Context: an optimization exercise on an open-source flow, tuned for small area. The choices shown serve that exercise and are no tape-out recipe. The RTL was checked by simulation tests, not by an equivalence proof against the original design. Power figures rest on the tool's default switching activity, not on a simulated workload.

==> flow/design.v <==
package qr_pkg;
   localparam int DATA_W    = 16;
   localparam int FRAME_LEN = 20;
   localparam int H_DIM     = 4;
   typedef struct packed {
      logic signed [DATA_W-1:0] re;
      logic signed [DATA_W-1:0] im;
   } cplx_t;
   typedef enum logic [1:0] {
      IDLE,
      SEND,
      GAP
   } state_t;
endpackage
module qr_ao222n (
   input  logic [2:0] a,
   input  logic [2:0] b,
   output logic       y
);
   assign y = ~((a[0] & b[0]) | (a[1] & b[1]) | (a[2] & b[2]));
endmodule
module qr_nand2 (
   input  logic [1:0] a,
   output logic       y
);
   assign y = ~&a;
endmodule
module qr_rd_tail (
   input  logic [21:0] n,
   input  logic        take,
   input  logic        hold,
   output logic        y
);
   assign y = take ? ~&n : hold;
endmodule
module qr_rd_bit (
   input  logic [63:0] sel,
   input  logic [63:0] d,
   input  logic        take,
   input  logic        hold,
   output logic        y
);
   logic [21:0] n;
   for (genvar k = 0; k < 21; k++) begin : g_l1
      qr_ao222n u (.a(sel[3*k +: 3]), .b(d[3*k +: 3]), .y(n[k]));
   end
   qr_nand2 u_l1_last (.a({sel[63], d[63]}), .y(n[21]));
   qr_rd_tail u_tail (.n(n), .take(take), .hold(hold), .y(y));
endmodule
module qr_frame_tx #(
   parameter int DATA_W     = qr_pkg::DATA_W,
   parameter int FRAME_LEN  = qr_pkg::FRAME_LEN,
   parameter int DEPTH      = 64,
   parameter int GAP_CYCLES = 8
) (
   input  logic                i_clk,
   input  logic                i_rst_n,
   input  logic                i_clr,
   input  logic                s_valid,
   input  logic [2*DATA_W-1:0] s_data,
   output logic                s_ready,
   output logic                o_trig,
   output logic [2*DATA_W-1:0] o_data,
   output logic                o_busy,
   output logic [15:0]         o_frame_cnt
);
   localparam int W  = 2*DATA_W;
   localparam int AW = $clog2(DEPTH);
   localparam int CW = AW + 1;
   localparam int PW = $clog2(FRAME_LEN + GAP_CYCLES + 1);
   localparam logic [PW-1:0] LAST_POP = PW'(FRAME_LEN - 2);
   localparam logic [PW-1:0] LAST_TRG = PW'(FRAME_LEN - 1);
   localparam logic [PW-1:0] LAST_PH  = PW'(FRAME_LEN + GAP_CYCLES - 1);
   logic [W-1:0]  mem [DEPTH];
   logic [CW-1:0] count;
   logic [AW-1:0] wr_ptr;
   logic [AW-1:0] rd_ptr;
   logic          busy;
   logic [PW-1:0] pcnt;
   logic          push;
   logic          pop;
   logic          frame_done;
   logic [DEPTH-1:0] rsel;
   logic [W-1:0]  rd_word;
   assign s_ready    = i_rst_n && (count != CW'(DEPTH)) && !i_clr;
   assign push       = s_valid && s_ready;
   assign pop        = !i_clr && (busy ? (pcnt <= LAST_POP) : (count >= CW'(FRAME_LEN)));
   assign frame_done = !i_clr && busy && (pcnt == LAST_POP);
   assign o_busy     = busy;
   assign o_trig     = busy && (pcnt <= LAST_TRG);
   always_ff @(posedge i_clk) begin
      if (push) mem[wr_ptr] <= s_data;
   end
   always_comb begin
      for (int i = 0; i < DEPTH; i++) rsel[i] = (rd_ptr == AW'(i));
   end
   for (genvar j = 0; j < W; j++) begin : g_rd
      logic [DEPTH-1:0] d;
      for (genvar i = 0; i < DEPTH; i++) begin : g_w
         assign d[i] = mem[i][j];
      end
      qr_rd_bit u_rd (.sel(rsel), .d(d), .take(pop), .hold(o_data[j]), .y(rd_word[j]));
   end
   always_ff @(posedge i_clk or negedge i_rst_n) begin
      if (!i_rst_n) o_data <= '0;
      else          o_data <= rd_word;
   end
   always_ff @(posedge i_clk or negedge i_rst_n) begin
      if (!i_rst_n) begin
         count       <= '0;
         wr_ptr      <= '0;
         rd_ptr      <= '0;
         busy        <= 1'b0;
         pcnt        <= '0;
         o_frame_cnt <= '0;
      end else if (i_clr) begin
         count       <= '0;
         wr_ptr      <= '0;
         rd_ptr      <= '0;
         busy        <= 1'b0;
         pcnt        <= '0;
         o_frame_cnt <= '0;
      end else begin
         if (push) wr_ptr <= wr_ptr + 1'b1;
         if (pop)  rd_ptr <= rd_ptr + 1'b1;
         if (push && !pop)      count <= count + 1'b1;
         else if (pop && !push) count <= count - 1'b1;
         if (busy) begin
            pcnt <= pcnt + 1'b1;
            if (pcnt == LAST_PH) busy <= 1'b0;
         end else if (pop) begin
            busy <= 1'b1;
            pcnt <= '0;
         end
         if (frame_done) o_frame_cnt <= o_frame_cnt + 16'd1;
      end
   end
endmodule
==> flow/flow/run.sh <==
#!/bin/bash
set -euo pipefail
cd "$(dirname "$0")/.."
export CTS_ARGS="-sink_clustering_enable -repair_clock_nets -sink_clustering_size 20 -sink_clustering_max_diameter 60 -buf_list sky130_fd_sc_hd__clkbuf_8 -dont_use_dummy_load"
export BUFFER_PORTS_ARGS="-buffer_cell sky130_fd_sc_hd__buf_1"
bash standard.sh synth > synth.log 2>&1
bash standard.sh finish > layout.log 2>&1
test -f out/final.def
==> flow/standard.sh <==
#!/bin/bash
# synth_recipe.tcl (not shown) runs the flow's synth.tcl, then flattens the netlist and writes it again
# the make line also repeats each setting of config.mk as NAME=value (left out here)
make -C /OpenROAD-flow-scripts/flow DESIGN_CONFIG=/design/flow/config.mk WORK_HOME=/design/flow/orfs CLKGATE_MAP_FILE= SYNTH_SCRIPT=/design/flow/synth_recipe.tcl "${@:-finish}"
==> flow/config.mk <==
export PLATFORM = sky130hd
export DESIGN_NAME = qr_frame_tx
export DESIGN_NICKNAME = qr_frame_tx
export VERILOG_FILES = /design/flow/design.v
export SDC_FILE = /design/flow/constraint.sdc
export NUM_CORES = 4
export LEC_CHECK = 0
export CAP_MARGIN = 10
export CORE_MARGIN = 2
export CORE_UTILIZATION = 45
export CTS_BUF_LIST = sky130_fd_sc_hd__clkbuf_8
export CTS_CLUSTER_DIAMETER = 60
export CTS_CLUSTER_SIZE = 20
export PLACE_DENSITY = 0.7
export SLEW_MARGIN = 10
export SYNTH_HIERARCHICAL = 1
==> flow/constraint.sdc <==
create_clock -name core_clock -period 4.0 [get_ports {i_clk}]
set_input_delay 0.8000 -clock core_clock [delete_from_list [all_inputs] [get_ports {i_clk}]]
set_output_delay 0.8000 -clock core_clock [all_outputs]
set_load 0.01 [all_outputs]
==> results_dict.tcl, run 1 <==
set metrics [dict create \
    outcome "no timing/DRC/antenna violations" \
    reg2reg_to "o_data[17]$_DFF_PN0_" \
    syn_avg_cell_area_sq_um 21.26 \
    netlist_top_cells_area "edfxtp_1 (83%), a222oi_1 (9.1%), dfrtp_1 (2.5%), nand4_1 (1.4%), nor2_1 (0.76%)" \
    final_nets 3945 \
    p_clk_share_pct 24.7 \
    grt_pass1_vias 39196 \
    gp_congestion 0.9418 \
    post_cts_buffers 0 \
    htree_levels 4 \
    cts_buffers 132 \
    instances_no_fill 6073 \
    cts-root-buf "clkbuf_8" \
    ys.flop_type "edfxtp_1" \
    maxCapViolCount 0 \
    grt_max_degree 65 \
    drtIter0Drc 10031 \
    synth.cell_area_sq_um 74130 \
    post-route-util_pct 50.06 \
    reg2reg_from "rd_ptr[0]$_DFFE_PN0P_" \
    p_switching_mw 8.696 \
    seq_area_frac_synth_pct 85.43 \
    synth_seq_cells 2121 \
    area_delta_synth_final_pct 10.17 \
    wl_per_cell_microns 35.03 \
    p_int_mw 28.45 \
    swShare_pct 23.41 \
    setup_viol 0 \
    synth_fp_nets 3538 \
    tritoncts_num_sinks 2121 \
    drc 0 \
    pin_count 87 \
    cts_buffer_depth 3 \
    layout_min_cycle_time_ns 3.646 \
    finalCritPeriodShare_pct 91.14 \
    final_antenna_net_count 0 \
    clk_pin_slew_ns 0.11 \
    track_usage_pct 24.82 \
    antenna_found_initial 18 \
    io_buffers 86 \
    holdPathEnd "wr_ptr[1]$_DFFE_PN0P_" \
    seqPwrFrac_pct 67.2 \
    die_width_microns 409.9 \
    hold_buffers 1 \
    rsz0062_at_grt "false" \
    dr_total_vias 41775 \
    fp.dieH_microns 409.9 \
    die-area_sq_um 168000 \
    comb_power_share_pct 8.1 \
    holdCritPathClass "primary input to flip-flop" \
    cts_tree "done" \
    crit_type "flip-flop to flip-flop" \
    hold_violations 0 \
    power_density_nw_per_um2 454.9 \
    synth-async-reset-ratio_pct 3.442 \
    drt_wl_total_microns 212700 \
    row_count 148 \
    drt-vias-per-instance 6.879 \
    place_inst 5934 \
    yosysUniqueCellTypes 60 \
    firstDrtPassIters 11 \
    max-slew-margin-rel_pct 14.72 \
    synth_area_leader_cell "edfxtp_1" \
    start_util_pct 45.44 \
    hp-start "s_valid" \
    critPathRequiredTime_ns 4.86 \
    drive_gt1_share_pct 13.41 \
    synth_top_area_share_pct 82.96 \
    place.detailed.hpwl_microns 127500 \
    tns_ns 0 \
    startpoint_type "flip-flop" \
    r2r_slack_ns 0.35 \
    clk_latency_ns 0.97 \
    coreArea_sq_um 163100 \
    worst_slew_pin_slew_ns 1.279 \
    synthCells 3487 \
    ctsResizeCount 0 \
    overflow 0 \
    p_leak_nw 24.26 \
    ff2ff_path_depth 9 \
    clock_skew_ns 0.1328 \
    peakVddDrop_mv 0.3915 \
    yosysWarnings 7 \
    grt_pass1_wl_microns 295600 \
    synth_edf_count 2048 \
    crit_path_end_kind "flip-flop" \
    fmax_mhz 274.3 \
    whs_path_depth 5 \
    arrival_ns 4.51 \
    path_max_fanout 19 \
    drv_slew 0 \
]
## cells by family after synthesis
group           share of synthesized area (%)
simple gates                            3.815
fa+ha+maj                              0.2633
buf+inv                                0.1907
mux                                   0.07089
xor+xnor                               0.1536
flops                                   85.43
compound gates                          10.08
## modules after synthesis (local to each module, per instance), a selection
module | cells inside | flip-flops and latches
qr_nand2 | 1 | 0
qr_rd_tail | 8 | 0
qr_ao222n | 1 | 0
qr_frame_tx | 2527 | 2121
## area by class of cell
cell class / instances / area (sq um)
multi-input cells: 1333 / 11530
flip-flops and latches: 2121 / 63330
repair buffers: 299 / 2232
inverters: 7 / 26.28
well taps: 2175 / 2721
diodes: 6 / 15.01
fillers: 12790 / 81480
clock buffers: 132 / 1817
## registers in the layout (all words and copies together), names as in the netlist
register and cells:
busy 1, count 7, mem 2048, o_data 32, o_frame_cnt 16, pcnt 5
rd_ptr 6, wr_ptr 6
## placed cells by master (no fill, tap or decap), types with 6 or more instances in the layout
cell      synthesis  routed
or4_1            32      32
nand3_1          52      52
a21oi_1          12      12
clkbuf_2          0      33
o32a_1           32      32
o21ai_0          29      29
nand2_1          68      68
clkbuf_8          0     132
diode_2           0       6
nor2_2            3      17
buf_4             0     191
nor2b_1           6       6
buf_12            0      21
o31ai_1           6       6
nor3_1           10       9
nor2_1          151      28
edfxtp_1       2048    2048
dfrtp_1          73      73
a222oi_1        672     672
nand4_1         168     168
xor2_1            9       9
buf_1             3      52
ha_1             14      14
nor2_4            1     110
## synth_stat cells (all sizes together), types with 2 or more instances
cell	instances
a211oi	2
a21boi	2
a21o	3
a21oi	14
a222oi	672
a31oi	5
and2	4
and2b	2
and3	4
and4	2
buf	7
clkbuf	19
dfrtp	73
edfxtp	2048
ha	14
inv	7
mux2	2
mux2i	3
nand2	68
nand2b	6
nand3	53
nand3b	6
nand4	169
nand4b	2
nor2	155
nor2b	6
nor3	12
nor3b	2
o21ai	29
o31ai	6
o32a	32
or2	3
or4	32
xnor2	4
xor2	9
## stage by stage
stage	hold slack (ns)	instance area [sq um]	power, mW	setup WS [ns]
2_1_floorplan	0.5044	74140	26.54	0.2523
3_3_place_gp	0.4645	79820	28.29	0.3865
3_5_place_dp	0.4854	79820	28.39	0.3937
4_1_cts	0.2441	81650	37.13	0.4815
5_1_grt	0.3267	81650	38.05	0.3209
6_report	0.3329	81670	37.15	0.3542
## routing by layer
layer  share of wire (%)  track usage, %  routed length [microns]  up-vias
met5               0.033               0                       71        -
met4                 4.9           11.12                    10460       12
met3                  14           6.441                    30210      420
met2                  46           38.21                    97790     3366
met1                  35           33.43                    74210    21247
li1                    -               -                        -    16730
## power by group through the flow
stage	clock [mW]	combinational, mW	sequential (mW)
after floorplan	0	1.26	25.3
after global placement	0	2.84	25.4
after detailed placement	0	2.94	25.4
after CTS	9.25	2.95	24.9
after global routing	9.97	3.11	25.0
final	9.17	3.00	25.0
## worst max-delay path by stage
stage                          startpoint                    to  slack, ns  cells past startpoint
global route        rd_ptr[0]$_DFFE_PN0P_  o_data[17]$_DFF_PN0_       0.32                      9
CTS                 rd_ptr[0]$_DFFE_PN0P_  o_data[26]$_DFF_PN0_       0.48                      9
global placement    rd_ptr[0]$_DFFE_PN0P_  o_data[26]$_DFF_PN0_       0.39                      9
detailed placement  rd_ptr[0]$_DFFE_PN0P_  o_data[26]$_DFF_PN0_       0.39                      9
finish              rd_ptr[0]$_DFFE_PN0P_  o_data[17]$_DFF_PN0_       0.35                      9
floorplan                           i_clr  mem[33][0]$_DFFE_PP_       0.25                      6
## critical path, stage by stage (launching register included)
cell	delay, ns
dfrtp_1	0.45
inv_1	0.09
ha_1	0.26
nand3_1	0.39
nor2_4	0.24
buf_4	0.30
a222oi_1	0.45
nand4_1	0.15
or4_1	0.80
o32a_1	0.45
==> inputs of run 2 (changes only) <==
--- a/flow/config.mk
+++ b/flow/config.mk
@@ -7,10 +7,10 @@
 export LEC_CHECK = 0
 export CAP_MARGIN = 10
 export CORE_MARGIN = 2
-export CORE_UTILIZATION = 45
+export CORE_UTILIZATION = 50
 export CTS_BUF_LIST = sky130_fd_sc_hd__clkbuf_8
 export CTS_CLUSTER_DIAMETER = 60
 export CTS_CLUSTER_SIZE = 20
-export PLACE_DENSITY = 0.7
+export PLACE_DENSITY = 0.65
 export SLEW_MARGIN = 10
 export SYNTH_HIERARCHICAL = 1
==> run 2 against run 1 <==
  * Design area decreased by 0.36%
  * Via count fell by 0.17%
  * Critical path depth down 2
  * Wire length is 2.2% higher
  * Combinational power hardly changed
  * Total power increased by 0.48%
  * Global-route usage is 3.6 points higher
  * Critical path type unchanged
==> results_dict.tcl, run 2 <==
set metrics [dict create \
    outcome "no timing/DRC/antenna violations" \
    seq_area_frac_synth_pct 85.43 \
    holdCritPathClass "primary input to flip-flop" \
    cts_buffer_depth 3 \
    wl_per_cell_microns 37.29 \
    hold_violations 0 \
    pin_count 87 \
    dr_total_vias 41705 \
    path_buf_inv 1 \
    maxCapViolCount 0 \
    wl_met2_microns 96220 \
    reg2reg_from "rd_ptr[4]$_DFFE_PN0P_" \
    syn_avg_cell_area_sq_um 21.26 \
    synth.cell_area_sq_um 74130 \
    fin_ws_ns 0.1086 \
    yosysUniqueCellTypes 60 \
    synthCells 3487 \
    overflow 0 \
    setup_viol 0 \
    ys.flop_type "edfxtp_1" \
    clk_pin_slew_ns 0.11 \
    r2r_slack_ns 0.11 \
    drv_slew 0 \
    track_usage_pct 28.46 \
    area_delta_synth_final_pct 9.775 \
    drc 0 \
    synth-async-reset-ratio_pct 3.442 \
    final_cell_mix "edfxtp_1 (2048), a222oi_1 (672), buf_4 (188), nand4_1 (168), clkbuf_8 (138)" \
    arrival_ns 4.72 \
    tns_ns 0 \
    cts_tree "done" \
    synth_seq_cells 2121 \
    drtIter0Drc 8995 \
    synth_area_leader_cell "edfxtp_1" \
    gp_congestion 0.9044 \
    crit_path_end_kind "flip-flop" \
    synth_fp_nets 3538 \
    multi_input_area_sq_um 11590 \
    holdPathEnd "mem[47][24]$_DFFE_PP_" \
    peakVddDrop_mv 0.3649 \
    drive_gt1_share_pct 13.40 \
    ff2ff_path_depth 7 \
    die-area_sq_um 151400 \
    coreArea_sq_um 147500 \
    hold_ws_ns 0.2371 \
    instances_no_fill 5830 \
    slowest_stage "or4_1" \
    layout_min_cycle_time_ns 3.891 \
    synth_top_area_share_pct 82.96 \
    yosys-top-cells-count "edfxtp_1 (2048), a222oi_1 (672), nand4_1 (168)" \
    firstDrtPassIters 10 \
    start_util_pct 50.26 \
    startpoint_type "flip-flop" \
    crit_type "flip-flop to flip-flop" \
    crit_chain "or2_2 -> nor2_4 -> buf_4 -> a222oi_1 -> nand4_1 -> or4_1 -> o32a_1" \
    top_layer "met5" \
    grt_pass1_vias 38493 \
    rsz0062_at_grt "false" \
    critPathRequiredTime_ns 4.83 \
    place.detailed.hpwl_microns 131100 \
    route.met3.wl_microns 29810 \
    grt_max_degree 65 \
    drt-vias-per-instance 7.154 \
    drt-met1-wl_microns 80390 \
    max-slew-margin-rel_pct 11.90 \
    finalCritPeriodShare_pct 97.28 \
    htree_levels 4 \
    fillers 11033 \
    netlist_top_cells_area "edfxtp_1 (83%), a222oi_1 (9.1%), dfrtp_1 (2.5%), nand4_1 (1.4%), nor2_1 (0.76%)" \
    pre_cts_ws_ns 0.2653 \
    fp.dieH_microns 389.0 \
    regMostFlops "mem" \
    synth_most_common_cell "edfxtp_1" \
    row_count 141 \
    tritoncts_num_sinks 2121 \
    ff_latch_area_sq_um 63330 \
    layout_commonest_cell "edfxtp_1" \
    reg2reg_to "o_data[20]$_DFF_PN0_" \
    final_nets 3942 \
    die_width_microns 389.0 \
    p_leak_nw 24.25 \
    io_buffers 86 \
    final_antenna_net_count 0 \
    place_inst 5680 \
    cpPeakStageDelay_ns 0.82 \
    drt_wl_total_microns 217400 \
    whs_path_depth 1 \
    hp-start "s_data[24]" \
    clk_latency_ns 0.94 \
    ctsResizeCount 0 \
    cts-root-buf "clkbuf_8" \
    reg.largest.list "mem x2048, o_data x32, o_frame_cnt x16" \
    clock_skew_ns 0.1423 \
    power_density_nw_per_um2 458.7 \
    worst_slew_pin_slew_ns 1.318 \
    path_max_fanout 19 \
    path_delay_family "simple AND/OR/NAND/NOR gates" \
    yosysWarnings 7 \
    cts_buffers 138 \
    synth_edf_count 2048 \
    fmax_mhz 257.0 \
    grt_pass1_wl_microns 301600 \
    largest_register_ffs 2048 \
    finalPower_mw 37.33 \
    antenna_found_initial 21 \
]
-- run 2: metal layers --
metal  vias to the layer above  global-route usage, %
met4                        14                  12.59
met3                       414                  7.444
met1                     21409                  40.45
met2                      3132                  41.76
li1                      16736                      -
met5                         -                      0
-- run 2: worst max-delay path by stage --
stage	startpoint	end	slack, ns	cells past startpoint
2_1_floorplan	i_clr	mem[33][0]$_DFFE_PP_	0.25	6
3_3_place_gp	rd_ptr[4]$_DFFE_PN0P_	o_data[20]$_DFF_PN0_	0.30	7
3_5_place_dp	rd_ptr[4]$_DFFE_PN0P_	o_data[20]$_DFF_PN0_	0.27	7
4_1_cts	rd_ptr[4]$_DFFE_PN0P_	o_data[20]$_DFF_PN0_	0.27	7
5_1_grt	rd_ptr[4]$_DFFE_PN0P_	o_data[20]$_DFF_PN0_	0.09	7
6_report	rd_ptr[4]$_DFFE_PN0P_	o_data[20]$_DFF_PN0_	0.11	7
-- run 2: kinds of logic (layout without fill, tap and decap cells) --
kind of cell	after synthesis	count (layout)	share of synthesized area [%]
compound gates	769	769	10.08
xor+xnor	13	13	0.1536
fa+ha+maj	15	15	0.2633
buf+inv	33	435	0.1907
flops	2121	2121	85.43
mux	5	5	0.07089
other cells	0	11	0
simple gates	531	531	3.815
-- run 2: stage by stage --
step                cell area [sq um]  utilization [%]
detailed placement              79440            53.86
floorplan                       74140                -
global placement                79440            53.86
CTS                             81350            55.16
finish                          81370            55.17
global route                    81350            55.16
-- run 2: cell type report --
| class | instances | share of cell area (%) |
|---|---|---|
| Antenna cell | 11 | 0.03383 |
| Inverter | 7 | 0.03229 |
| Clock buffer | 138 | 2.334 |
| Multi-Input combinational cell | 1333 | 14.24 |
| Sequential cell | 2121 | 77.82 |
| Tap cell | 1930 | 2.968 |
| Timing Repair Buffer | 290 | 2.568 |
-- run 2: power breakdown --
| part | switching, mW | internal (mW) | leakage [nW] |
|---|---|---|---|
| combinational | 2.09 | 0.902 | 3.94 |
| sequential | 0.451 | 24.5 | 19.3 |
| clock | 6.22 | 3.11 | 0.992 |
| total | 8.76 | 28.6 | 24.3 |
-- run 2: per-module statistics from Yosys (local to each module, per instance), excerpt --
module       cell area [sq um]  flops+latches  cells  copies in the design
qr_frame_tx              65560           2121   2527                     1
qr_rd_tail               53.80              0      8                    32
qr_ao222n                10.01              0      1                   672
qr_nand2                 3.754              0      1                    32
-- run 2: what timing repair did --
action | 4_1_cts | 5_1_grt
hold buffers | 1 | 0
setup buffers | 0 | 0
hold endpoints to repair | 25 | 0
-- run 2: worst register-to-register path, delay by kind of cell, from the launching register on --
family	cells	cell delay [ns]
simple gates	4	2.12
flops	1	0.46
compound gates	2	0.87
buf+inv	1	0.34
==> inputs of run 3 (changes only) <==
==> flow/flow/run.sh (replaced) <==
#!/bin/bash
set -euo pipefail
cd "$(dirname "$0")/.."
export CTS_ARGS="-sink_clustering_enable -repair_clock_nets -sink_clustering_size 10 -sink_clustering_max_diameter 40 -buf_list sky130_fd_sc_hd__clkbuf_4 -dont_use_dummy_load"
export BUFFER_PORTS_ARGS="-buffer_cell sky130_fd_sc_hd__buf_1"
bash standard.sh synth > synth.log 2>&1
bash standard.sh finish > layout.log 2>&1
test -f out/final.def
--- a/flow/config.mk
+++ b/flow/config.mk
@@ -8,9 +8,9 @@
 export CAP_MARGIN = 10
 export CORE_MARGIN = 2
 export CORE_UTILIZATION = 50
-export CTS_BUF_LIST = sky130_fd_sc_hd__clkbuf_8
-export CTS_CLUSTER_DIAMETER = 60
-export CTS_CLUSTER_SIZE = 20
+export CTS_BUF_LIST = sky130_fd_sc_hd__clkbuf_4
+export CTS_CLUSTER_DIAMETER = 40
+export CTS_CLUSTER_SIZE = 10
 export PLACE_DENSITY = 0.65
 export SLEW_MARGIN = 10
 export SYNTH_HIERARCHICAL = 1
==> run 3 against run 2 <==
  * Via count rose by 2.1%
  * Highest routed layer unchanged
  * Register-to-register slack got worse by 0.05 ns
  * Global-route usage rose by 0.29 points
  * Die area did not move
  * Total power rose by 1.5%
==> results_dict.tcl, run 3 <==
set metrics [dict create \
    outcome "no timing/DRC/antenna violations" \
    crit_type "flip-flop to flip-flop" \
    synth_edf_count 2048 \
    start_util_pct 50.26 \
    cts_tree "done" \
    seq_area_frac_synth_pct 85.43 \
    max-slew-margin-rel_pct 12.20 \
    finalInstanceArea_sq_um 81700 \
    power_density_nw_per_um2 463.5 \
    drv_slew 0 \
    yosysUniqueCellTypes 60 \
    drt-vias-per-instance 7.108 \
    grt_max_degree 65 \
    grt_pass1_vias 39958 \
    antenna_found_initial 16 \
    drc 0 \
    synthCells 3487 \
    finalCritPeriodShare_pct 98.52 \
    synth.cell_area_sq_um 74130 \
    synth-async-reset-ratio_pct 3.442 \
    ff_latch_area_sq_um 63330 \
    ff2ff_path_depth 7 \
    synth_area_leader_cell "edfxtp_1" \
    clock_skew_ns 0.1675 \
    place.detailed.hpwl_microns 131100 \
    synth_top_area_share_pct 82.96 \
    holdCritPathClass "primary input to flip-flop" \
    io_buffers 86 \
    r2r_slack_ns 0.06 \
    layout_min_cycle_time_ns 3.941 \
    hp-start "i_clr" \
    dr_total_vias 42570 \
    final_nets 4097 \
    clk_pin_slew_ns 0.11 \
    tns_ns 0 \
    fp.dieH_microns 389.0 \
    crit_path_end_kind "flip-flop" \
    pin_count 87 \
    largest_register_ffs 2048 \
    path_max_fanout 19 \
    startpoint_type "flip-flop" \
    area_delta_synth_final_pct 10.22 \
    cts-root-buf "clkbuf_4" \
    yosys-top-cells-count "edfxtp_1 (2048), a222oi_1 (672), nand4_1 (168)" \
    whs_path_depth 3 \
    reg2reg_to "o_data[20]$_DFF_PN0_" \
    drt_wl_total_microns 219700 \
    coreArea_sq_um 147500 \
    wl_per_cell_microns 36.68 \
    fmax_mhz 253.8 \
    rsz0062_at_grt "false" \
    critPathRequiredTime_ns 5.23 \
    setup_viol 0 \
    die-area_sq_um 151400 \
    worst_slew_pin_slew_ns 1.314 \
    track_usage_pct 28.75 \
    reg2reg_from "rd_ptr[4]$_DFFE_PN0P_" \
    holdPathEnd "rd_ptr[0]$_DFFE_PN0P_" \
    hold_violations 0 \
    fillers 11135 \
    die_width_microns 389.0 \
    yosysWarnings 7 \
    cts_buffers 286 \
    htree_levels 5 \
    tritoncts_num_sinks 2121 \
    regMostFlops "mem" \
    maxCapViolCount 0 \
    peakVddDrop_mv 0.2643 \
    drive_gt1_share_pct 16.54 \
    fin_ws_ns 0.05917 \
    syn_avg_cell_area_sq_um 21.26 \
    final_cell_mix "edfxtp_1 (2048), a222oi_1 (672), clkbuf_4 (287), buf_4 (188), nand4_1 (168)" \
    synth_fp_nets 3538 \
    grt_pass1_wl_microns 305400 \
    ctsResizeCount 0 \
    row_count 141 \
    overflow 0 \
    cts_buffer_depth 4 \
    pre_cts_ws_ns 0.2653 \
    firstDrtPassIters 10 \
    synth_most_common_cell "edfxtp_1" \
    drtIter0Drc 9486 \
    clk_latency_ns 1.37 \
    final_antenna_net_count 0 \
    multi_input_area_sq_um 11590 \
    synth_seq_cells 2121 \
    p_leak_nw 24.61 \
    hold_ws_ns 0.1008 \
    gp_congestion 0.9044 \
    layout_commonest_cell "edfxtp_1" \
    dpl_cell_area_sq_um 79440 \
    ys.flop_type "edfxtp_1" \
    reg.largest.list "mem x2048, o_data x32, o_frame_cnt x16" \
    netlist_top_cells_area "edfxtp_1 (83%), a222oi_1 (9.1%), dfrtp_1 (2.5%), nand4_1 (1.4%), nor2_1 (0.76%)" \
    arrival_ns 5.17 \
]
run 3: cell counts after synthesis:
Identical to the previous run, type by type.
run 3: final cells by class:
cell class / instances / area share (%)
diodes: 15 / 0.04594
clock buffers: 286 / 2.628
inverters: 7 / 0.03216
multi-input cells: 1333 / 14.19
flip-flops and latches: 2121 / 77.51
well taps: 1930 / 2.956
repair buffers: 297 / 2.643
run 3: logic make-up (layout without fill, tap and decap cells):
| group | count (synthesis) | count (layout) | synth area share [%] |
|---|---|---|---|
| AO/OA/AOI/OAI | 769 | 769 | 10.08 |
| XOR/XNOR | 13 | 13 | 0.1536 |
| adder cells (fa/ha/maj) | 15 | 15 | 0.2633 |
| buffers and inverters | 33 | 590 | 0.1907 |
| flip-flops | 2121 | 2121 | 85.43 |
| multiplexers | 5 | 5 | 0.07089 |
| other | 0 | 15 | 0 |
| AND/OR/NAND/NOR | 531 | 531 | 3.815 |
run 3: where the power goes:
| part | switching (mW) | internal, mW |
|---|---|---|
| Combinational | 2.09 | 0.906 |
| Sequential | 0.443 | 24.5 |
| Clock | 6.58 | 3.31 |
run 3: how the worst max path moves through the flow:
stage                          startpoint                    to  slack (ns)  cells after the start
CTS                 rd_ptr[4]$_DFFE_PN0P_  o_data[20]$_DFF_PN0_        0.20                      7
detailed placement  rd_ptr[4]$_DFFE_PN0P_  o_data[20]$_DFF_PN0_        0.27                      7
floorplan                           i_clr  mem[33][0]$_DFFE_PP_        0.25                      6
global placement    rd_ptr[4]$_DFFE_PN0P_  o_data[20]$_DFF_PN0_        0.30                      7
global route        rd_ptr[4]$_DFFE_PN0P_  o_data[20]$_DFF_PN0_        0.02                      7
finish              rd_ptr[4]$_DFFE_PN0P_  o_data[20]$_DFF_PN0_        0.06                      7
run 3: worst max-delay path: stages (launching register included):
cell      delay (ns)
dfrtp_1         0.45
or2_2           0.61
nor2_4          0.30
buf_4           0.31
a222oi_1        0.45
nand4_1         0.42
or4_1           0.83
o32a_1          0.41
run 3: stage by stage:
stage	power, mW	util, %	instances
2_1_floorplan	26.54	-	3487
3_3_place_gp	28.33	53.86	5680
3_5_place_dp	28.38	53.86	5680
4_1_cts	37.87	55.37	5974
5_1_grt	38.98	55.39	5985
6_report	37.87	55.40	5989
run 3: repair_timing:
item                      in CTS  in global routing
setup buffers                  0                  0
hold buffers                   8                  0
hold endpoints to repair      91                  0
run 3: metal layers:
metal	GRT usage [%]	wire (microns)	vias to the layer above	share of wire (%)
met4	12.61	10700	10	4.9
met1	40.85	80330	21449	37
met2	42.10	96520	3467	44
met3	7.712	32060	446	15
li1	-	-	17198	-
met5	0	70	-	0.032
run 3: modules after synthesis, one instance, submodules excluded, excerpt:
module / copies in the design / area [sq um]
qr_ao222n: 672 / 10.01
qr_frame_tx: 1 / 65560
qr_nand2: 32 / 3.754
qr_rd_tail: 32 / 53.80
==> inputs of run 4 (changes only) <==
--- a/flow/design.v
+++ b/flow/design.v
@@ -65,23 +65,20 @@
    output logic [15:0]         o_frame_cnt
 );
    localparam int W  = 2*DATA_W;
-   localparam int AW = $clog2(DEPTH);
-   localparam int CW = AW + 1;
+   localparam int CW = $clog2(DEPTH) + 1;
    localparam int PW = $clog2(FRAME_LEN + GAP_CYCLES + 1);
    localparam logic [PW-1:0] LAST_POP = PW'(FRAME_LEN - 2);
    localparam logic [PW-1:0] LAST_TRG = PW'(FRAME_LEN - 1);
    localparam logic [PW-1:0] LAST_PH  = PW'(FRAME_LEN + GAP_CYCLES - 1);
-   logic [W-1:0]  mem [DEPTH];
-   logic [CW-1:0] count;
-   logic [AW-1:0] wr_ptr;
-   logic [AW-1:0] rd_ptr;
-   logic          busy;
-   logic [PW-1:0] pcnt;
-   logic          push;
-   logic          pop;
-   logic          frame_done;
+   logic [W-1:0]     mem [DEPTH];
+   logic [CW-1:0]    count;
+   logic             busy;
+   logic [PW-1:0]    pcnt;
+   logic             push;
+   logic             pop;
+   logic             frame_done;
    logic [DEPTH-1:0] rsel;
-   logic [W-1:0]  rd_word;
+   logic [W-1:0]     rd_word;
    assign s_ready    = i_rst_n && (count != CW'(DEPTH)) && !i_clr;
    assign push       = s_valid && s_ready;
    assign pop        = !i_clr && (busy ? (pcnt <= LAST_POP) : (count >= CW'(FRAME_LEN)));
@@ -89,10 +86,13 @@
    assign o_busy     = busy;
    assign o_trig     = busy && (pcnt <= LAST_TRG);
    always_ff @(posedge i_clk) begin
-      if (push) mem[wr_ptr] <= s_data;
+      if (push) begin
+         mem[0] <= s_data;
+         for (int i = 1; i < DEPTH; i++) mem[i] <= mem[i-1];
+      end
    end
    always_comb begin
-      for (int i = 0; i < DEPTH; i++) rsel[i] = (rd_ptr == AW'(i));
+      for (int i = 0; i < DEPTH; i++) rsel[i] = (count == CW'(i + 1));
    end
    for (genvar j = 0; j < W; j++) begin : g_rd
       logic [DEPTH-1:0] d;
@@ -108,21 +108,15 @@
    always_ff @(posedge i_clk or negedge i_rst_n) begin
       if (!i_rst_n) begin
          count       <= '0;
-         wr_ptr      <= '0;
-         rd_ptr      <= '0;
          busy        <= 1'b0;
          pcnt        <= '0;
          o_frame_cnt <= '0;
       end else if (i_clr) begin
          count       <= '0;
-         wr_ptr      <= '0;
-         rd_ptr      <= '0;
          busy        <= 1'b0;
          pcnt        <= '0;
          o_frame_cnt <= '0;
       end else begin
-         if (push) wr_ptr <= wr_ptr + 1'b1;
-         if (pop)  rd_ptr <= rd_ptr + 1'b1;
          if (push && !pop)      count <= count + 1'b1;
          else if (pop && !push) count <= count - 1'b1;
          if (busy) begin
==> flow/flow/run.sh (replaced) <==
#!/bin/bash
set -euo pipefail
cd "$(dirname "$0")/.."
export CTS_ARGS="-sink_clustering_enable -repair_clock_nets -sink_clustering_size 20 -sink_clustering_max_diameter 60 -buf_list sky130_fd_sc_hd__clkbuf_8 -dont_use_dummy_load"
export BUFFER_PORTS_ARGS="-buffer_cell sky130_fd_sc_hd__buf_1"
bash standard.sh synth > synth.log 2>&1
bash standard.sh finish > layout.log 2>&1
test -f out/final.def
--- a/flow/config.mk
+++ b/flow/config.mk
@@ -8,9 +8,9 @@
 export CAP_MARGIN = 10
 export CORE_MARGIN = 2
 export CORE_UTILIZATION = 50
-export CTS_BUF_LIST = sky130_fd_sc_hd__clkbuf_4
-export CTS_CLUSTER_DIAMETER = 40
-export CTS_CLUSTER_SIZE = 10
+export CTS_BUF_LIST = sky130_fd_sc_hd__clkbuf_8
+export CTS_CLUSTER_DIAMETER = 60
+export CTS_CLUSTER_SIZE = 20
 export PLACE_DENSITY = 0.65
 export SLEW_MARGIN = 10
 export SYNTH_HIERARCHICAL = 1
==> run 4 against run 3 <==
  * Still clean on timing, DRC and antenna
  * Worst hold slack worse by 0.013 ns
  * Register-to-register slack better by 0.23 ns
  * Clock skew down 0.056 ns
  * Clock power down 4.0%
  * Flip-flop and latch count down 12
  * Global-route usage down 1.5 points
  * Critical path depth unchanged
  * Final cell count down 6.2%
  * Sequential power up 5%
  * Largest cell class unchanged
  * Largest power group unchanged
==> results_dict.tcl, run 4 <==
set metrics [dict create \
    whs_path_depth 1 \
    fillers 10920 \
    synth_area_leader_cell "edfxtp_1" \
    place_inst 5461 \
    crit_path_end_kind "output port" \
    grt_pass1_wl_microns 286700 \
    synth_most_common_cell "edfxtp_1" \
    largest_register_ffs 2048 \
    layout_commonest_cell "edfxtp_1" \
    hold_ws_ns 0.08828 \
    clk_latency_ns 0.95 \
    startpoint_type "flip-flop" \
    ff_latch_area_sq_um 63030 \
    grt_util_met1_pct 39.92 \
    syn_avg_cell_area_sq_um 21.98 \
    io_buffers 86 \
    power_density_nw_per_um2 494.3 \
    firstDrtPassIters 13 \
    die-area_sq_um 149100 \
    tritoncts_num_sinks 2109 \
    ys.flop_type "edfxtp_1" \
    hold_violations 0 \
    max-slew-margin-rel_pct 10.27 \
    use_met2_pct 40.21 \
    clock_skew_ns 0.1116 \
    synth-async-reset-ratio_pct 2.892 \
    cts-root-buf "clkbuf_8" \
    final_nets 3745 \
    htree_levels 4 \
    yosysUniqueCellTypes 44 \
    slowest_stage "dfrtp_1" \
    layout_min_cycle_time_ns 3.815 \
    synth.cell_area_sq_um 73010 \
    critPathRequiredTime_ns 3.20 \
    antenna_found_initial 7 \
    maxCapViolCount 0 \
    holdPathEnd "mem[0][25]$_DFFE_PP_" \
    fmax_mhz 262.1 \
    dr_total_vias 40813 \
    synthCells 3321 \
    worst_slew_pin_slew_ns 1.343 \
    top_usage_layer "met2" \
    crit_chain "inv_1 -> ha_1 -> and4bb_1 -> and2_2 -> buf_4 -> nor3b_2 -> buf_1" \
    synth_seq_cells 2109 \
    drt_wl_total_microns 205000 \
    reg2reg_to "o_data[14]$_DFF_PN0_" \
    hp-start "s_data[25]" \
    cts_buffers 138 \
    die_width_microns 386.1 \
    row_count 140 \
    cts_tree "done" \
    drc 0 \
    track_usage_pct 27.22 \
    synth_fp_nets 3364 \
    drt-vias-per-instance 7.265 \
    ff2ff_path_depth 9 \
    path_buf_inv 3 \
    dpl_cell_area_sq_um 77860 \
    cpPeakStageDelay_ns 0.47 \
    final_antenna_net_count 0 \
    wl_per_cell_microns 36.48 \
    coreArea_sq_um 145400 \
    path_max_fanout 15 \
    pin_count 87 \
    reg2reg_from "count[1]$_DFFE_PN0P_" \
    final_cell_mix "edfxtp_1 (2048), a222oi_1 (672), nand4_1 (172), clkbuf_8 (138), buf_4 (113)" \
    finalInstanceArea_sq_um 79940 \
    path_delay_family "simple AND/OR/NAND/NOR gates" \
    area_delta_synth_final_pct 9.496 \
    p_leak_nw 24.09 \
    instances_no_fill 5618 \
    drtIter0Drc 9950 \
    setup_viol 0 \
    grt_pass1_vias 38595 \
    arrival_ns 3.01 \
    rsz0062_at_grt "false" \
    synth_top_area_share_pct 84.23 \
    gp_congestion 0.8704 \
    yosysWarnings 8 \
    cts_buffer_depth 3 \
    drv_slew 0 \
    seq_area_frac_synth_pct 86.32 \
    tns_ns 0 \
    r2r_slack_ns 0.29 \
    holdCritPathClass "primary input to flip-flop" \
    reg.largest.list "mem x2048, o_data x32, o_frame_cnt x16" \
    peakVddDrop_mv 0.3352 \
    overflow 0 \
    crit_type "flip-flop to output port" \
    fp.dieH_microns 386.1 \
    place.detailed.hpwl_microns 127700 \
    synth_edf_count 2048 \
    met3_usage_pct 7.220 \
    outcome "no timing/DRC/antenna violations" \
    regMostFlops "mem" \
    multi_input_area_sq_um 10360 \
    clk_pin_slew_ns 0.10 \
    netlist_top_cells_area "edfxtp_1 (84%), a222oi_1 (9.2%), dfrtp_1 (2.1%), nand4_1 (1.5%), nor2_1 (0.44%)" \
    drive_gt1_share_pct 9.892 \
    start_util_pct 50.22 \
    grt_max_degree 122 \
    finalCritPeriodShare_pct 95.37 \
    yosys-top-cells-count "edfxtp_1 (2048), a222oi_1 (672), nand4_1 (172)" \
    post_cts_buffers 0 \
]
-- run 4: changes by cell type after synthesis, sizes merged, moves of 5 or more --
cell	delta
dfrtp	-12
nand3	-11
ha	-7
nand2	-11
o31ai	-5
a31oi	-5
nor2	-68
a21oi	-10
nor3	-10
o21ai	-25
mux2i	+8
-- run 4: worst reg2reg max path: stages (launching register included) --
cell      delay (ns)
dfrtp_1         0.47
inv_1           0.11
ha_1            0.25
nand2_1         0.32
nor2_4          0.27
buf_4           0.28
a222oi_1        0.62
nand4_1         0.34
or4_1           0.61
o32a_1          0.36
-- run 4: per-module statistics from Yosys (local to each module, per instance), excerpt --
module / flops+latches / area [sq um] / cells inside / times used
qr_ao222n: 0 / 10.01 / 1 / 672
qr_nand2: 0 / 3.754 / 1 / 32
qr_rd_tail: 0 / 53.80 / 8 / 32
qr_frame_tx: 2109 / 64440 / 2361 / 1
-- run 4: per-layer routing --
layer | wire, microns | vias up
li1 | - | 16158
met1 | 75790 | 20973
met2 | 91600 | 3304
met3 | 30830 | 368
met4 | 6508 | 10
met5 | 224 | -
-- run 4: report_power, final --
part	internal (mW)	switching [mW]
Clock	3.11	6.37
Sequential	25.4	0.776
Combinational	1.25	2.61
-- run 4: how the worst max path moves through the flow --
| stage | from | to | slack (ns) | cells past startpoint |
|---|---|---|---|---|
| after CTS | count[1]$_DFFE_PN0P_ | s_ready | 0.0009 | 7 |
| after detailed placement | count[1]$_DFFE_PN0P_ | o_data[14]$_DFF_PN0_ | 0.47 | 9 |
| after floorplan | i_clr | count[4]$_DFFE_PN0P_ | -3.13 | 6 |
| after global routing | count[1]$_DFFE_PN0P_ | s_ready | 0.05 | 7 |
| after global placement | count[1]$_DFFE_PN0P_ | o_data[14]$_DFF_PN0_ | 0.47 | 9 |
| final | count[1]$_DFFE_PN0P_ | s_ready | 0.19 | 7 |
-- run 4: cells by family after synthesis --
logic type               after synthesis  synth area share (%)
XOR/XNOR                              16                0.1919
adder cells (fa/ha/maj)                7                0.1200
flip-flops                          2109                 86.32
AND/OR/NAND/NOR                      431                 3.222
buffers and inverters                 24                0.1474
multiplexers                          14                0.1971
AO/OA/AOI/OAI                        720                 9.799
-- run 4: cell type report --
| cell class | count | share of cell area [%] |
|---|---|---|
| flip-flops and latches | 2109 | 78.84 |
| diodes | 1 | 0.003130 |
| well taps | 1917 | 3.000 |
| inverters | 4 | 0.02035 |
| repair buffers | 261 | 2.797 |
| clock buffers | 138 | 2.376 |
| multi-input cells | 1188 | 12.97 |
-- run 4: timing repair --
| item | 4_1_cts | 5_1_grt |
|---|---|---|
| hold buffers | 18 | 0 |
| endpoints found under the hold margin | 18 | 0 |
| gates resized for setup | 0 | 1 |
| setup endpoints to repair | 0 | 1 |
-- run 4: stage by stage --
step | utilization, % | worst slack (ns) | power (mW)
finish | 54.99 | 0.1853 | 39.52
global route | 54.99 | 0.04521 | 40.68
CTS | 54.98 | 0.0009104 | 39.65
detailed placement | 53.55 | 0.4698 | 30.46
global placement | 53.55 | 0.4745 | 30.37
floorplan | - | -3.132 | 28.51
==> inputs of run 5 (changes only) <==
==> flow/flow/run.sh (replaced) <==
#!/bin/bash
set -euo pipefail
cd "$(dirname "$0")/.."
export CTS_ARGS="-sink_clustering_enable -repair_clock_nets -sink_clustering_size 18 -sink_clustering_max_diameter 60 -buf_list sky130_fd_sc_hd__clkbuf_8 -dont_use_dummy_load"
export BUFFER_PORTS_ARGS="-buffer_cell sky130_fd_sc_hd__buf_1"
bash standard.sh synth > synth.log 2>&1
bash standard.sh finish > layout.log 2>&1
test -f out/final.def
--- a/flow/config.mk
+++ b/flow/config.mk
@@ -10,7 +10,7 @@
 export CORE_UTILIZATION = 50
 export CTS_BUF_LIST = sky130_fd_sc_hd__clkbuf_8
 export CTS_CLUSTER_DIAMETER = 60
-export CTS_CLUSTER_SIZE = 20
+export CTS_CLUSTER_SIZE = 18
 export PLACE_DENSITY = 0.65
 export SLEW_MARGIN = 10
 export SYNTH_HIERARCHICAL = 1
==> run 5 against run 4 <==
  * Register-to-register slack better by 0.05 ns
  * Non-clock buffer count grew 4
  * Core utilization grew 0.10 points
  * Wire length rose by 0.23%
  * Sequential power about the same
  * Die area unchanged
  * Worst hold slack worse by 0.011 ns
  * Via count fell by 0.15%
  * Clock power is 2.2% higher
  * Clock-buffer cell count rose by 8
  * Flip-flop and latch count stayed put
  * Largest cell class unchanged
==> results_dict.tcl, run 5 <==
set metrics [dict create \
    outcome "no timing/DRC/antenna violations" \
    grt_pass1_wl_microns 287100 \
    power_density_nw_per_um2 496.1 \
    regMostFlops "mem" \
    seq_area_frac_synth_pct 86.32 \
    final_antenna_net_count 0 \
    post_cts_buffers 0 \
    drc 0 \
    pin_count 87 \
    ys.flop_type "edfxtp_1" \
    hold_violations 0 \
    fmax_mhz 263.9 \
    track_usage_pct 27.28 \
    critPathRequiredTime_ns 3.20 \
    p_leak_nw 24.16 \
    clk_latency_ns 0.97 \
    cts-root-buf "clkbuf_8" \
    synth-async-reset-ratio_pct 2.892 \
    drv_slew 0 \
    die-area_sq_um 149100 \
    p_int_mw 29.94 \
    grt_pass1_vias 38575 \
    layout_min_cycle_time_ns 3.789 \
    tns_ns 0 \
    p_clk_share_pct 24.4 \
    clock_skew_ns 0.1082 \
    layout_commonest_cell "edfxtp_1" \
    fillers 10908 \
    final_cell_mix "edfxtp_1 (2048), a222oi_1 (672), nand4_1 (172), clkbuf_8 (146), buf_4 (113)" \
    cts_buffer_depth 3 \
    synth_edf_count 2048 \
    cts_buffers 146 \
    drt-vias-per-instance 7.237 \
    antenna_found_initial 4 \
    crit_chain "inv_1 -> ha_1 -> and4bb_1 -> and2_2 -> buf_4 -> nor3b_2 -> buf_1" \
    wl_per_cell_microns 36.48 \
    crit_type "flip-flop to output port" \
    drive_gt1_share_pct 10.08 \
    grt_max_degree 122 \
    firstDrtPassIters 10 \
    synth.cell_area_sq_um 73010 \
    max-slew-margin-rel_pct 6.760 \
    final_nets 3757 \
    rsz0062_at_grt "false" \
    reg.largest.list "mem x2048, o_data x32, o_frame_cnt x16" \
    coreArea_sq_um 145400 \
    finalCritPeriodShare_pct 94.73 \
    pre_cts_ws_ns 0.4698 \
    wl_met2_microns 91490 \
    drt_wl_total_microns 205400 \
    htree_levels 4 \
    tritoncts_num_sinks 2109 \
    arrival_ns 2.99 \
    start_util_pct 50.22 \
    ff2ff_path_depth 9 \
    io_buffers 86 \
    die_width_microns 386.1 \
    maxCapViolCount 0 \
    fp.dieH_microns 386.1 \
    seqPwrFrac_pct 65.9 \
    drt-met1-wl_microns 75860 \
    place.detailed.hpwl_microns 127700 \
    setup_viol 0 \
    holdCritPathClass "primary input to flip-flop" \
    post-route-util_pct 55.09 \
    synth_top_area_share_pct 84.23 \
    synth_seq_cells 2109 \
    overflow 0 \
    slowest_stage "dfrtp_1" \
    yosysUniqueCellTypes 44 \
    fin_ws_ns 0.2107 \
    comb_power_share_pct 9.7 \
    startpoint_type "flip-flop" \
    peakVddDrop_mv 0.3353 \
    yosysWarnings 8 \
    area_delta_synth_final_pct 9.705 \
    top_layer "met5" \
    netlist_top_cells_area "edfxtp_1 (84%), a222oi_1 (9.2%), dfrtp_1 (2.1%), nand4_1 (1.5%), nor2_1 (0.44%)" \
    path_max_fanout 15 \
    finalInstanceArea_sq_um 80100 \
    gp_congestion 0.8704 \
    crit_path_end_kind "output port" \
    synth_fp_nets 3364 \
    worst_slew_pin_slew_ns 1.395 \
    synth_most_common_cell "edfxtp_1" \
    yosys-top-cells-count "edfxtp_1 (2048), a222oi_1 (672), nand4_1 (172)" \
    synthCells 3321 \
    dr_total_vias 40751 \
    row_count 140 \
    largest_register_ffs 2048 \
    worst-path-stages 7 \
    path_buf_inv 3 \
    drtIter0Drc 9356 \
    dpl_cell_area_sq_um 77860 \
    finalPower_mw 39.73 \
    cpPeakStageDelay_ns 0.47 \
    whs_path_depth 1 \
    clk_pin_slew_ns 0.10 \
    synth_area_leader_cell "edfxtp_1" \
    swShare_pct 24.65 \
    route.met3.wl_microns 31130 \
    path_delay_family "simple AND/OR/NAND/NOR gates" \
    syn_avg_cell_area_sq_um 21.98 \
    p_switching_mw 9.794 \
    cts_tree "done" \
]
## run 5: power groups by stage
stage	combinational [mW]	clock (mW)	sequential, mW
2_1_floorplan	1.93	0	26.6
3_3_place_gp	3.74	0	26.6
3_5_place_dp	3.80	0	26.7
4_1_cts	3.82	9.91	26.2
5_1_grt	4.05	10.6	26.3
6_report	3.87	9.69	26.2
## run 5: cells by family (layout without fill, tap and decap cells)
kind of cell,Yosys count,in the layout,share of synthesized area [%]
AOI/OAI and AO/OA,720,720,9.799
xor gates and xnor gates,16,16,0.1919
adders and majority gates,7,7,0.1200
buffers and inverters,24,415,0.1474
DFF,2109,2109,86.32
muxes,14,14,0.1971
other,0,2,0
and+or+nand+nor,431,431,3.222
## run 5: through the flow
step,hold WS (ns),instances
after floorplan,0.4252,3321
after global placement,0.4269,5461
after detailed placement,0.4316,5461
after CTS,0.002399,5629
after global routing,0.03327,5630
final,0.07679,5631
## run 5: path summary, 6_finish.rpt
path,startpoint,end,slack (ns)
max in group asynchronous,i_rst_n,count[0]$_DFFE_PN0P_,2.63
min in group asynchronous,i_rst_n,o_data[4]$_DFF_PN0_,0.10
min reg2reg,mem[29][7]$_DFFE_PP_,mem[30][7]$_DFFE_PP_,0.38
max,count[1]$_DFFE_PN0P_,s_ready,0.21
max reg2reg,count[1]$_DFFE_PN0P_,o_data[14]$_DFF_PN0_,0.34
min,s_data[15],mem[0][15]$_DFFE_PP_,0.08
## run 5: worst reg2reg max path: stages, from the launching register on
cell and delay (ns):
dfrtp_1 0.47, inv_1 0.11, ha_1 0.24, nand2_1 0.31, nor2_4 0.27, buf_4 0.27
a222oi_1 0.61, nand4_1 0.32, or4_1 0.60, o32a_1 0.36
## run 5: metal layers
layer  global-route usage, %  up-vias
met5                       0        -
met4                   8.441        4
met3                   7.813      380
met2                   40.09     3184
met1                   39.79    20999
li1                        -    16184
## run 5: area by class of cell
cell class                      count  area (sq um)  share of cell area [%]
Timing Repair Buffer              265          2276                   2.841
Antenna cell                        2         5.005                0.006248
Inverter                            4         16.27                 0.02031
Tap cell                         1917          2399                   2.995
Clock buffer                      146          2009                   2.509
Sequential cell                  2109         63030                   78.69
Multi-Input combinational cell   1188         10360                   12.94
## run 5: modules after synthesis, one instance, submodules excluded, a selection
module       cells inside  flops+latches  cell area, sq um
qr_nand2                1              0             3.754
qr_ao222n               1              0             10.01
qr_rd_tail              8              0             53.80
qr_frame_tx          2361           2109             64440
## run 5: timing repair
action / 4_1_cts / 5_1_grt
endpoints found under the hold margin: 22 / 0
setup endpoints to repair: 0 / 1
gates resized for setup: 0 / 1
hold buffers: 22 / 0

-- what the ideal ports hide --
The results above use ideal ports. As a check the final layouts listed here were re-extracted and re-timed, cells and wires unchanged. Step 1, drivers: a clkbuf_16 drives i_clk and a buf_2 each remaining input, both assumed. Step 2 moves the port delays by t, midway between the first and last clock arrival at a register: inputs arrive t later, outputs are due t later. That takes back most of the time a late clock gives input paths. Slacks: ideal ports / drivers / drivers and shift; pairs: ideal ports / drivers.
| run | t (ns) | setup WS [ns] | clock arrival spread, ns |
|---|---|---|---|
| run 1 | 0.980 | 0.354 / 0.354 / 0.011 | 0.137 / 0.136 |
| run 2 | 0.951 | 0.109 / 0.109 / -0.080 | 0.152 / 0.152 |
| run 3 | 1.352 | 0.059 / 0.059 / -0.056 | 0.171 / 0.171 |
| run 4 | 0.968 | 0.185 / 0.111 / 0.292 | 0.144 / 0.144 |
| run 5 | 0.978 | 0.211 / 0.137 / 0.341 | 0.138 / 0.137 |
With both steps, setup timing fails in run 2 and run 3, where it was met with ideal ports. For run 1, which loses most, drivers alone change the setup slack by 0.000 ns; drivers and shift together by -0.343 ns.
